This design comes from an exercise in tuning for small area and a short achievable clock period on the open sky130 flow, not from production work. Only simulation tests tie the RTL to the original design; equivalence was not proved. Power is estimated from default activity; no workload was simulated.

oak:
Design depth_to_spectrum_color, start of the top module:
module depth_to_spectrum_color #(
    parameter int DEPTH_BITS = 11
) (
    input  logic                               i_clk,
    input  logic                               i_rst_n,
    input  logic                               start,
    output logic                               busy,
    input  logic                               i_cfg_we,
    input  logic [dsc_pkg::CFG_IDX_BITS-1:0]   i_cfg_idx,
    input  logic [DEPTH_BITS-1:0]              i_cfg_data,
    input  logic [DEPTH_BITS-1:0]              i_depth_sample,
    input  logic                               i_frame_end_in,
    output logic                               o_valid,
    output logic [7:0]                         o_blue_level,
    output logic [7:0]                         o_green_level,
    output logic [7:0]                         o_red_level,
    output logic                               o_frame_end_out
);
    localparam logic [18:0] DIV_CUT  = 19'h7FFFF;
    localparam logic [8:0]  CDIV_CUT = 9'h1FF;
    assign busy = 1'b0;
    logic        r0_v;
    logic [10:0] r0_d;
    logic        r0_fe;
    logic        r0_we;
    logic        r0_idx;
    logic [10:0] r0_data;
    logic [10:0] r_lo;
    logic [10:0] r_hi;
    always_ff @(posedge i_clk) begin
  ...
clock: 8.0 ns
lec_check: 0
cap_margin: 20
core_margin: 2
core_utilization: 40
cts_buf_list: sky130_fd_sc_hd__clkbuf_8
cts_cluster_diameter: 40
cts_cluster_size: 26
setup_slack_margin: 5
slew_margin: 20
run.sh (not shown) runs the stock make flow with config.mk's settings and CLKGATE_MAP_FILE= SYNTH_SCRIPT=/design/flow/synth_recipe.tcl, a recipe that flattens the netlist after the stock synthesis.
oak finished end to end and its layout was clean on timing, DRC and antenna.
> inputs changed (oak -> pine)
--- a/flow/config.mk
+++ b/flow/config.mk
@@ -10,6 +10,6 @@
 export CORE_UTILIZATION = 40
 export CTS_BUF_LIST = sky130_fd_sc_hd__clkbuf_8
-export CTS_CLUSTER_DIAMETER = 40
-export CTS_CLUSTER_SIZE = 26
+export CTS_CLUSTER_DIAMETER = 50
+export CTS_CLUSTER_SIZE = 24
 export SETUP_SLACK_MARGIN = 5
 export SLEW_MARGIN = 20
Notes after the runs:
Worst hold slack is lower on oak. [pine] multi-input logic portion of the cell area rose 0.93 points relative to oak. A startpoint of the worst setup timing path of o_green_level[1] is what pine shows, while o_blue_level[1] belongs to oak. Setup WNS oak -> pine: better.
Here is what was changed in the inputs of birch compared with pine.
--- a/flow/config.mk
+++ b/flow/config.mk
@@ -11,5 +11,5 @@
 export CTS_BUF_LIST = sky130_fd_sc_hd__clkbuf_8
 export CTS_CLUSTER_DIAMETER = 50
-export CTS_CLUSTER_SIZE = 24
+export CTS_CLUSTER_SIZE = 22
 export SETUP_SLACK_MARGIN = 5
 export SLEW_MARGIN = 20
[summary]
- birch and pine ended up with roughly the same post-layout net count.
- Growth of design area from synthesis to finish: pine vs birch — no meaningful difference
- Looking at pine and birch, the combinational power is a wash.
- On via count, pine and birch are basically level.
- pine and birch ended up with nearly the same utilization of the core after routing.
- Diff pine -> birch: cell area after synthesis comparable; design area closely matched the old numbers; number of fillers in the final layout was more or less identical; detailed-route wire length on metal 1 neither gained nor lost much; multi-input gate count now sits at about the same level.
- Compared with pine, birch shows a higher total power.
Input-level comparison between maple and birch:
--- a/flow/config.mk
+++ b/flow/config.mk
@@ -14,2 +14,3 @@
 export SETUP_SLACK_MARGIN = 5
 export SLEW_MARGIN = 20
+export TNS_END_PERCENT = 50
## What came out
birch completed; timing, DRC and antenna clean
maple went all the way through synthesis, placement and routing and the layout is clean on timing, DRC and antenna.
Per the comparison of maple with birch, critical path depth was more or less identical, power after layout did not really move, global-route wire length before repair was more or less identical.
Compared birch against maple; number of nets in the final layout within noise.
For met1 track demand over resource, birch and maple come out practically identical.
Number of antenna cells inserted came out exactly the same in maple and birch.
Taking birch as the reference, in maple parity-gate share of the synthesized area counting xor and xnor cells level; worst setup slack after layout decreased by 4.0 ps relative to the old numbers; design area barely changed.

## wip/garnet
Starting RTL as in the previous note.
export LEC_CHECK = 0
export CAP_MARGIN = 20
export CORE_MARGIN = 2
export CORE_UTILIZATION = 40
export CTS_BUF_LIST = sky130_fd_sc_hd__clkbuf_8
export CTS_CLUSTER_SIZE = 20
export SETUP_SLACK_MARGIN = 5
export SLEW_MARGIN = 20
create_clock -name core_clock -period 8.0 [get_ports {i_clk}]
Inputs modified between wip/garnet and wip/nickel:
Settings: CTS_CLUSTER_DIAMETER: unset -> 50; CTS_CLUSTER_SIZE: 20 -> 22; TNS_END_PERCENT: unset -> 20.
Results
wip/nickel went all the way through synthesis, placement and routing and the layout is clean on timing, DRC and antenna.
Looking at cell with the largest stage delay on the worst path, the dfxtp_2 result is from wip/garnet; the a311oi_1 one comes from wip/nickel.
Diff wip/nickel and wip/garnet: data required time of the critical path lower in wip/garnet
wip/nickel — clock-buffer cell count 49% lower, wip/garnet as reference
Clock period minus worst slack on wip/nickel is up relative to wip/garnet.
Summary: total power, wip/nickel better than wip/garnet
From wip/garnet to wip/nickel the numbers moved as follows: overall fraction of global-route tracks in use -0.30 points; via count -1.6%; largest net degree at the start of global routing ~0 delta.
diff inputs: wip/nickel => wip/xenon
Settings: CORE_UTILIZATION: 40 -> 50; TNS_END_PERCENT: 20 -> unset.
Results
Going from wip/nickel to wip/xenon, final area shrank slightly.
Between wip/nickel and wip/xenon, the difference in area share of buffers outside the clock network is negligible.
From wip/nickel to wip/xenon the numbers moved as follows: share of power burned in registers shows an increase of 0.7 points; combinational share of power shows an increase of 0.6 points.
Relative to wip/xenon, the following input files were edited for wip/juniper:
Settings: swapping sky130_fd_sc_hd__clkbuf_8 for sky130_fd_sc_hd__clkbuf_16 in CTS_BUF_LIST; swapping 50 for 40 in CORE_UTILIZATION; swapping 22 for 30 in CTS_CLUSTER_SIZE.
### Flow results
wip/juniper and wip/xenon ended up with roughly the same register area. wip/juniper ends up with a global-route usage that is 3.7 points lower than in wip/xenon. Run comparison: wip/xenon critical path endpoint o_blue_level[3]; wip/juniper critical path endpoint o_blue_level[4]. Re final weighted congestion in routability-driven placement: wip/juniper is about 2% down on wip/xenon. Across both runs, hold slack was higher for wip/juniper than for wip/xenon. In the reports for wip/xenon and wip/juniper, the smaller met1 usage in global routing belongs to wip/juniper.
The inputs of wip/willow differ from those of wip/juniper as listed below.
Settings: CTS_BUF_LIST changed from sky130_fd_sc_hd__clkbuf_16 to sky130_fd_sc_hd__clkbuf_8; CTS_CLUSTER_SIZE changed from 30 to 24; CTS_CLUSTER_DIAMETER changed from 50 to 40.
[summary]
| total power draw | wip/willow vs wip/juniper | better |
wip/willow completed; timing, DRC and antenna clean
Between wip/juniper and wip/willow, the difference in routed length on met2 is negligible.
Re max-cap violation count: no difference whatsoever between wip/willow and wip/juniper.
wip/juniper → wip/willow: multi-input combinational gate total held steady; logic gate share of total power increased by 0.8 points relative to the old numbers; multi-input combinational area share increased by 0.27 points relative to the old numbers.
On count of plain and timing-repair buffers: wip/willow sits above wip/juniper.
Against wip/juniper, cell area after layout in wip/willow fell slightly.
On wip/willow: clock group share of total power is 1.5 points lower than what wip/juniper gave.

== main ==
Starting RTL as in the previous note.
make LEC_CHECK=0 CAP_MARGIN=20 CORE_MARGIN=2 CORE_UTILIZATION=40 CTS_BUF_LIST='sky130_fd_sc_hd__clkbuf_4 sky130_fd_sc_hd__clkbuf_8 sky130_fd_sc_hd__clkbuf_16' CTS_CLUSTER_DIAMETER=50 CTS_CLUSTER_SIZE=22 SETUP_SLACK_MARGIN=5 SLEW_MARGIN=20 finish   # period 8.0 ns
Setup changes, main to the feature branch
- changing CTS_BUF_LIST from sky130_fd_sc_hd__clkbuf_4 sky130_fd_sc_hd__clkbuf_8 sky130_fd_sc_hd__clkbuf_16 to sky130_fd_sc_hd__clkbuf_8
- changing CTS_CLUSTER_DIAMETER from 50 to 40
==> results.txt <==
Switching share of total power on the feature branch is up relative to main. Going from main to the feature branch, arithmetic-cell share of the synthesized area counting full adders, half adders and majority gates about even; combinational cell fraction of total power went up. Final instance area, main and the feature branch, lower one = the feature branch. Post-detailed-route wirelength per cell in the feature branch is about 0.8% lower than in main.

what the ideal ports hide:
No port has a modelled driver above. Below, the same layouts with a new extraction and two added sets of constraints. Step 1 assumes that a clkbuf_16 drives the clock port and a buf_2 every other input. Step 2, shift: input delay + t, output delay - t, t = (earliest + latest rising clock arrival at the registers) / 2. This alone moves slack from input paths to output paths. Three values: ideal, step 1, step 2; two values: the first two.
| run | t (ns) | setup WS [ns] | hold WS [ns] |
|---|---|---|---|
| oak | 0.963 | 5.033 / 4.962 / 5.131 | 0.279 / 0.279 / 0.279 |
| pine | 0.925 | 5.072 / 5.000 / 5.149 | 0.290 / 0.290 / 0.290 |
| birch | 0.933 | 5.062 / 4.992 / 5.154 | 0.291 / 0.291 / 0.291 |
| maple | 0.930 | 5.058 / 4.989 / 5.103 | 0.295 / 0.295 / 0.295 |
| wip/garnet | 0.972 | 5.065 / 4.996 / 5.159 | 0.303 / 0.303 / 0.303 |
| wip/nickel | 0.925 | 4.947 / 4.881 / 4.947 | 0.294 / 0.294 / 0.294 |
| wip/xenon | 0.923 | 5.069 / 5.004 / 5.090 | 0.276 / 0.276 / 0.276 |
| wip/juniper | 0.841 | 5.067 / 4.987 / 5.148 | 0.289 / 0.289 / 0.289 |
| wip/willow | 0.965 | 5.033 / 4.962 / 5.110 | 0.279 / 0.279 / 0.279 |
| main | 0.834 | 5.069 / 4.985 / 5.119 | 0.304 / 0.304 / 0.304 |
| the feature branch | 0.952 | 5.044 / 4.972 / 5.131 | 0.283 / 0.283 / 0.283 |
After both steps setup and hold are still met in every run listed.
